This is an optimization exercise on Yosys and OpenROAD, whose aim is small area, a short achievable clock period and few clock cycles per item, not a production implementation. The RTL was checked by simulation tests, not by an equivalence proof against the original design. Power is estimated from default activity; no workload was simulated.

==> flow/design.v <==
package up_sampler_pkg;
    localparam int unsigned DW_DEF = 8;
    localparam int unsigned TAP_D  = 25;
    localparam int unsigned STRIDE = TAP_D + 2;
endpackage
module up_line_buf #(
    parameter int unsigned N  = 400,
    parameter int unsigned D  = 25,
    parameter int unsigned DW = 8,
    parameter int unsigned K  = N / D,
    parameter int unsigned TW = (K > 1) ? $clog2(K) : 1
) (
    input  logic          clk,
    input  logic          we,
    input  logic [TW-1:0] wtap,
    input  logic [DW-1:0] wdata,
    input  logic [TW-1:0] rtap,
    output logic [DW-1:0] rdata
);
    logic [N-1:0][DW-1:0] r;
    logic [K-1:0][DW-1:0] tap_q;
    for (genvar i = 0; i < N; i++) begin : g_st
        if (i % D == 0) begin : g_tap
            always_ff @(posedge clk)
                r[i] <= (we && wtap == TW'(i / D)) ? wdata : r[(i + N - 1) % N];
        end else begin : g_pass
            always_ff @(posedge clk)
                r[i] <= r[i - 1];
        end
    end
    for (genvar j = 0; j < K; j++) begin : g_rt
        assign tap_q[j] = r[(j * D + N - 1) % N];
    end
    assign rdata = tap_q[rtap];
endmodule
module up_sampler #(
    parameter int unsigned IN_W = 400,
    parameter int unsigned IN_H = 300,
    parameter int unsigned DW   = up_sampler_pkg::DW_DEF
) (
    input  logic          clk,
    input  logic          rst,
    output logic          rd_en,
    input  logic          din_valid,
    input  logic [DW-1:0] din,
    output logic          dout_valid,
    input  logic          dout_ready,
    output logic [DW-1:0] dout,
    output logic          sof,
    output logic          eol,
    output logic          frame_done
);
    localparam int unsigned D   = up_sampler_pkg::TAP_D;
    localparam int unsigned K   = IN_W / D;
    localparam int unsigned TW  = $clog2(K);
    localparam int unsigned OW  = $clog2(D);
    localparam int unsigned CW  = $clog2(IN_W + 1);
    localparam int unsigned LW  = $clog2(IN_H);
    logic [TW-1:0] rj, wj;
    logic [OW-1:0] ro, wo;
    logic          ralign, walign;      
    logic [CW-1:0] rc;                  
    logic          rlast;               
    logic          rcopy;               
    logic [LW-1:0] rline;
    logic          rline_last;          
    logic          rsof;                
    logic [CW-1:0] wc;                  
    logic          wc_open;             
    logic          lead_pos, lead_neg;  
    logic          rd_ok, wr_ok;        
    logic rd_go, wr_go, t01, t10;
    logic [DW-1:0] ring_q;
    logic [DW+2:0] pq;
    logic          pv;
    logic [DW-1:0] iq0, iq1;
    logic [1:0]    icnt;
    logic          rd_en_q, req1;
    logic          hv, hph, heol, hlast;
    logic [DW-1:0] hd;
    logic          sof_q, eol_q, fd_q;
    logic take, adv;
    assign rd_go = ralign & ~pv & rd_ok;
    assign wr_go = walign & (icnt != 2'd0) & wr_ok;
    assign t01   = rd_go & rlast & ~rcopy;
    assign t10   = rd_go & rlast & rcopy;
    up_line_buf #(
        .N (IN_W),
        .D (D),
        .DW(DW),
        .K (K),
        .TW(TW)
    ) u_line_buf (
        .clk  (clk),
        .we   (wr_go),
        .wtap (wj),
        .wdata(iq0),
        .rtap (rj),
        .rdata(ring_q)
    );
    assign adv  = hv & dout_ready & ~hph;
    assign take = ~hv | (dout_ready & hph);
    logic lead_ge2, lead_lem2, pos_n, neg_n, rcopy_n, wc_open_n;
    assign lead_ge2  = {1'b0, wc} >= {1'b0, rc} + (CW+1)'(2);
    assign lead_lem2 = {1'b0, rc} >= {1'b0, wc} + (CW+1)'(2);
    always_comb begin
        if (t01) begin
            pos_n = 1'b0;
            neg_n = 1'b0;
        end else if (t10) begin
            pos_n = (wc != '0) | wr_go;
            neg_n = 1'b0;
        end else if (wr_go == rd_go) begin
            pos_n = lead_pos;
            neg_n = lead_neg;
        end else if (wr_go) begin
            pos_n = ~lead_neg;
            neg_n = lead_lem2;
        end else begin
            pos_n = lead_ge2;
            neg_n = ~lead_pos;
        end
        rcopy_n   = (rd_go & rlast) ? ~rcopy : rcopy;
        wc_open_n = t01 | (wr_go ? (wc != CW'(IN_W - 1)) : wc_open);
    end
    always_ff @(posedge clk) begin
        if (rst) begin
            rj <= '0; ro <= '0; ralign <= 1'b1;
            wj <= '0; wo <= '0; walign <= 1'b1;
            rc <= '0; rlast <= 1'b0; rcopy <= 1'b0;
            rline <= '0; rline_last <= 1'b0; rsof <= 1'b1;
            wc <= '0; wc_open <= 1'b1;
            lead_pos <= 1'b0; lead_neg <= 1'b0;
            rd_ok <= 1'b0; wr_ok <= 1'b1;
            pv <= 1'b0; icnt <= '0;
            rd_en_q <= 1'b0; req1 <= 1'b0; hd <= '0;
            hv <= 1'b0; hph <= 1'b0; heol <= 1'b0; hlast <= 1'b0;
            sof_q <= 1'b0; eol_q <= 1'b0; fd_q <= 1'b0;
        end else begin
            if (rd_go) begin
                rj <= rj - TW'(2);
                ro <= OW'(D - 1);
                ralign <= 1'b0;
            end else begin
                ralign <= (ro == OW'(D - 1));
                if (ro == OW'(D - 1)) begin
                    rj <= rj + TW'(1);
                    ro <= '0;
                end else begin
                    ro <= ro + OW'(1);
                end
            end
            if (rd_go) begin
                rc    <= rlast ? '0 : rc + CW'(1);
                rlast <= ~rlast & (rc == CW'(IN_W - 2));
                rsof  <= t10 & rline_last;
                if (t10) begin
                    rline      <= rline_last ? '0 : rline + LW'(1);
                    rline_last <= ~rline_last & (rline == LW'(IN_H - 2));
                end
            end
            rcopy <= rcopy_n;
            if (t01) begin
                wc <= '0;
                wj <= rj - TW'(2);
                wo <= OW'(D - 1);
                walign <= 1'b0;
            end else if (wr_go) begin
                wc <= wc + CW'(1);
                wj <= wj - TW'(2);
                wo <= OW'(D - 1);
                walign <= 1'b0;
            end else begin
                walign <= (wo == OW'(D - 1));
                if (wo == OW'(D - 1)) begin
                    wj <= wj + TW'(1);
                    wo <= '0;
                end else begin
                    wo <= wo + OW'(1);
                end
            end
            wc_open <= wc_open_n;
            lead_pos <= pos_n;
            lead_neg <= neg_n;
            rd_ok <= rcopy_n | pos_n;
            wr_ok <= rcopy_n ? neg_n : wc_open_n;
            pv <= rd_go | (pv & ~take);
            icnt <= icnt + (din_valid ? 2'd1 : 2'd0) - (wr_go ? 2'd1 : 2'd0);
            req1 <= rd_en_q;
            rd_en_q <= ({1'b0, icnt} + (req1 ? 3'd1 : 3'd0)
                        + (rd_en_q ? 3'd1 : 3'd0) - (wr_go ? 3'd1 : 3'd0)) < 3'd2;
            fd_q <= hv & dout_ready & hph & hlast;
            if (take) hd <= pq[DW-1:0];
            if (adv) begin
                hph   <= 1'b1;
                sof_q <= 1'b0;
                eol_q <= heol;
            end else if (take) begin
                hv    <= pv;
                hph   <= 1'b0;
                eol_q <= 1'b0;
                sof_q <= pq[DW+2];
                heol  <= pq[DW+1];
                hlast <= pq[DW];
            end
        end
    end
    always_ff @(posedge clk) begin
        if (rd_go) pq <= {rsof, rlast, rcopy & rlast & rline_last, ring_q};
        if (wr_go) begin
            iq0 <= (icnt == 2'd2) ? iq1 : din;
            if (icnt == 2'd2) iq1 <= din;
        end else if (icnt == 2'd0) begin
            iq0 <= din;
        end else if (icnt == 2'd1) begin
            iq1 <= din;
        end
    end
    assign rd_en      = rd_en_q;
    assign dout_valid = hv;
    assign dout       = hd;
    assign sof        = sof_q;
    assign eol        = eol_q;
    assign frame_done = fd_q;
endmodule
export LEC_CHECK = 0
export ABC_CLOCK_PERIOD_IN_PS = 2000
export CAP_MARGIN = 20
export CORE_MARGIN = 2
export CORE_UTILIZATION = 70
export CTS_CLUSTER_DIAMETER = 100
export CTS_CLUSTER_SIZE = 20
export PLACE_DENSITY = 0.8
export SETUP_SLACK_MARGIN = 2.7
export SLEW_MARGIN = 20
create_clock -name core_clock -period 5.0 [get_ports {clk}]
run.sh (not shown) runs the stock make flow with config.mk's settings and CLKGATE_MAP_FILE= SYNTH_SCRIPT=/design/flow/synth_recipe.tcl, a recipe that flattens the netlist after the stock synthesis.
The starting point passed the timing, design-rule and antenna checks.
Testbench counts at the start, summed over its fixed seeds: cycles 1,920,208, items 1,920,000.
==> next run, changes <==
--- a/flow/config.mk
+++ b/flow/config.mk
@@ -7,0 +8 @@
+export ABC_AREA = 1
@@ -11 +12 @@
-export CORE_UTILIZATION = 70
+export CORE_UTILIZATION = 60
@@ -13,2 +14,2 @@
-export CTS_CLUSTER_SIZE = 20
-export PLACE_DENSITY = 0.8
+export CTS_CLUSTER_SIZE = 25
+export PLACE_DENSITY = 0.75
What happened: Final cell count went up by 9.9%; design area went down by 0.68%; worst hold slack is better by 35 ps; power went down by 2.5%; non-clock buffer count went up by 13; sequential share of layout area went up by 0.56 points.
==> next run, changes <==
--- a/flow/config.mk
+++ b/flow/config.mk
@@ -8 +7,0 @@
-export ABC_AREA = 1
After rerunning: The new run finished with antenna violations left; synthesized cell count went down by a little under a tenth; hold slack hardly moves; combinational power went down by well over a third; sequential share of layout area went up by 0.16 points; core utilization went down by 0.12 points; routed wire length went down by a few percent.

separate check: timing with driven ports:
Ports are ideal in the flow. The routed layouts listed here were re-timed in OpenROAD.
Step 1, drivers: a clkbuf_16 drives clk and a buf_2 each remaining input, both assumed.
Step 2 also shifts input and output timing later by t, the mid clock arrival at the registers, as if the neighbouring blocks saw the same clock.
a / b / c = ideal ports / drivers / drivers and shift; a / b = the first two.
| run | shift t [ns] | setup WS [ns] | hold WS [ns] |
|---|---|---|---|
| the first run | 0.876 | 2.660 / 2.587 / 2.162 | 0.270 / 0.270 / 0.270 |
| the second run | 0.826 | 2.668 / 2.591 / 2.335 | 0.305 / 0.305 / 0.305 |
| the third run | 0.835 | 2.677 / 2.605 / 2.387 | 0.305 / 0.305 / 0.305 |
For the first run, which loses most, drivers alone change the setup slack by -0.073 ns; drivers and shift together by -0.498 ns.
